What follows belongs to an exercise in optimizing a design on an open flow for small area, a short achievable clock period and few clock cycles per item; a production flow would make more cautious choices.
The RTL was checked by simulation tests, not by an equivalence proof against the original design.
Power is estimated from default activity; no workload was simulated.

Setup of v19:
// bmp_stream_to_rgba_decoder
module bmp_stream_to_rgba_decoder (
    input  wire logic           aclk,
    input  wire logic           aresetn,
    input  wire logic           s_tvalid,
    output logic                s_tready,
    input  wire logic [7:0]     s_tdata,
    input  wire logic           s_tlast,
    output logic                m_tvalid,
    input  wire logic           m_tready,
    output logic [87:0]         m_tdata,
    output logic [1:0]          m_tuser,
    output logic                m_tlast
);
Size: roughly 1300 cells after synthesis, roughly 110 I/O pins, roughly 15000 um2 of cells after synthesis.
clock: 6.0 ns
lec_check: 0
cap_margin: 20
core_margin: 2
core_utilization: 70
cts_cluster_diameter: 100
cts_cluster_size: 30
place_density: 0.8
setup_slack_margin: 3.5
slew_margin: 20
standard.sh (not shown) runs the stock make flow with config.mk's settings and CLKGATE_MAP_FILE= SYNTH_SCRIPT=/design/flow/synth_recipe.tcl, a recipe that flattens the netlist after the stock synthesis.
==> flow/flow/run.sh <==
#!/bin/bash
# Own layout flow: the standard flow (standard.sh) with one change, the buffer cell put on
# every input and output port (buf_2 instead of the one buffer_ports picks by itself).
# Each tool's output is in orfs/logs/; this script's own output goes to run_flow.log.
set -euo pipefail
bash standard.sh "BUFFER_PORTS_ARGS=-buffer_cell sky130_fd_sc_hd__buf_2" finish > run_flow.log 2>&1
Testbench counts of v19, summed over its fixed seeds: cycles 520,358, bytes 477,256.
#### Input delta (v52 over v19)
- changing PLACE_DENSITY from 0.8 to 0.9
==> comparison <==
v52 vs. v19: half-perimeter wire length after detailed placement went up by about 4%. A highest routing layer actually used of met4 is what v52 shows, while met5 belongs to v19. Diff v19 -> v52: floorplan die area comparable; cell count of the worst reg-to-reg path went down 1; fraction of area in registers now sits lower; share of the core filled with cells in the final layout shows an increase of 0.36 points; final instance area shows an increase of 0.45%.
#### Input delta (v57 over v52)
- PLACE_DENSITY: 0.9 -> unset
### Flow results
- [compare] base=v52 new=v57: clock transition at the registers of the reported paths comparable; final standard cell area without fillers now smaller; logic depth of the worst setup path including buffers now larger.
- On portion of total power attributed to combinational logic: between v52 and v57, it ends up higher for v52.
- Looking at total power, v57 sits 3.1% below v52.
- The run showing the greater largest incremental delay on the critical path is v52.
- A worst-path cell with the longest stage delay of sky130_fd_sc_hd__edfxtp_1 is what v52 shows, while sky130_fd_sc_hd__dfxtp_4 belongs to v57.
- Looking at v52 and v57, the clock network area share is a wash.
- The final reports for v57 and v52 show final setup skew lower in the former.
- Re routed wire length: v52 and v57 aren't equal, and the lower value belongs to v57.


Starting RTL as in the previous note.
Design bmp_stream_to_rgba_decoder, start of the top module:
module bmp_stream_to_rgba_decoder (
    input  wire logic           aclk,
    input  wire logic           aresetn,
    input  wire logic           s_tvalid,
    output logic                s_tready,
    input  wire logic [7:0]     s_tdata,
    input  wire logic           s_tlast,
    output logic                m_tvalid,
    input  wire logic           m_tready,
    output logic [87:0]         m_tdata,
    output logic [1:0]          m_tuser,
    output logic                m_tlast
);
==> flow/config.mk <==
export PLATFORM = sky130hd
export DESIGN_NAME = bmp_stream_to_rgba_decoder
export DESIGN_NICKNAME = bmp_stream_to_rgba_decoder
export VERILOG_FILES = /design/flow/design.v
export SDC_FILE = /design/flow/constraint.sdc
export NUM_CORES = 4
export LEC_CHECK = 0
export CAP_MARGIN = 20
export CORE_MARGIN = 2
export CORE_UTILIZATION = 60
export CTS_CLUSTER_DIAMETER = 100
export CTS_CLUSTER_SIZE = 30
export SETUP_SLACK_MARGIN = 3.5
export SLEW_MARGIN = 20
==> flow/constraint.sdc <==
create_clock -name core_clock -period 6.0 [get_ports {aclk}]
set_input_delay 1.2000 -clock core_clock [delete_from_list [all_inputs] [get_ports {aclk}]]
set_output_delay 1.2000 -clock core_clock [all_outputs]
set_load 0.01 [all_outputs]
Scripts as last shown in full above: flow/flow/run.sh
The starting point went through all stages and came out clean.
Testbench counts at the start, summed over its fixed seeds: cycles 520,358, bytes 477,256.
Next try:
Settings changed: SETUP_SLACK_MARGIN 3.5 to 3.9.
Outcome: Combinational power went up by 33%. Sequential power hardly moves. Maximum frequency falls by 3.0%. Clock power stays flat. Cell count rose by 8.4%. Via count rises by 9.7%. Sequential share of layout area came out lower by 6.4 points. Setup slack loses 76 ps. Die area stays the same. Final area went up by 14%.


bmp_stream_to_rgba_decoder, a different RTL version from the one above (not shown whole).
Size in the first run: about 1300 cells after synthesis, ~300 flip-flops, roughly 110 I/O pins.
export LEC_CHECK = 0
export CAP_MARGIN = 20
export CORE_MARGIN = 2
export CORE_UTILIZATION = 78
export CTS_CLUSTER_DIAMETER = 100
export CTS_CLUSTER_SIZE = 30
export SETUP_SLACK_MARGIN = 3.5
export SLEW_MARGIN = 20
create_clock -name core_clock -period 6.0 [get_ports {aclk}]
Scripts as last shown in full above: flow/flow/run.sh
The starting point went through all stages and came out clean.
Testbench counts at the start, summed over its fixed seeds: cycles 520,358, bytes 477,256.
Change:
CORE_UTILIZATION = 70   (was 78)
CTS_CLUSTER_DIAMETER = 80   (was 100)
CTS_CLUSTER_SIZE = 24   (was 30)
Cell area grows by 0.42%.
Wire length shrinks by 12%.
Die area grows by 11%.
Core utilization shrinks by 7.7 points.
Hold slack loses 0.0063 ns.
Count of clock-buffer cells in the layout grows by 2.
Synthesized cell count stays the same.

==> static timing again, ports no longer ideal <==
Ports are ideal in the flow. The routed layouts listed here were re-timed in OpenROAD.
Step 1 (the two cells are an assumption about what drives the block):
set clk [get_ports {aclk}]
set_driving_cell -lib_cell sky130_fd_sc_hd__clkbuf_16 $clk
set_driving_cell -lib_cell sky130_fd_sc_hd__buf_2 [delete_from_list [all_inputs] $clk]
Step 2 times the ports against the registers' clock, not the clock port: input delays grow and output delays shrink by t, the midpoint of the rising clock arrivals with the driver on.
a / b / c = ideal / step 1 / step 2; a / b = the first two.
run	t, ns	setup slack, ns	worst setup path at the end	slew at the worst register clock pin (ns)	pins driven straight from the clock port
v19	0.542	3.439 / 3.439 / 3.016	input to register	0.12 / 0.12	1
v52	0.550	3.254 / 3.254 / 3.032	input to register	0.12 / 0.12	1
v57	0.542	3.530 / 3.530 / 3.046	input to register	0.12 / 0.12	1
the first run of note 2	0.554	3.528 / 3.500 / 3.038	input to register	0.12 / 0.12	1
the second run of note 2	0.550	3.452 / 3.452 / 3.199	input to register	0.12 / 0.12	1
the first run of note 3	0.532	3.439 / 3.439 / 3.154	input to register	0.12 / 0.12	1
the second run of note 3	0.543	3.437 / 3.466 / 2.923	input to register	0.09 / 0.09	1
After both steps setup and hold are still met in every run listed. The setup slack of the second run of note 3, which loses most, moves by +0.029 ns with the drivers and by -0.514 ns with both steps.
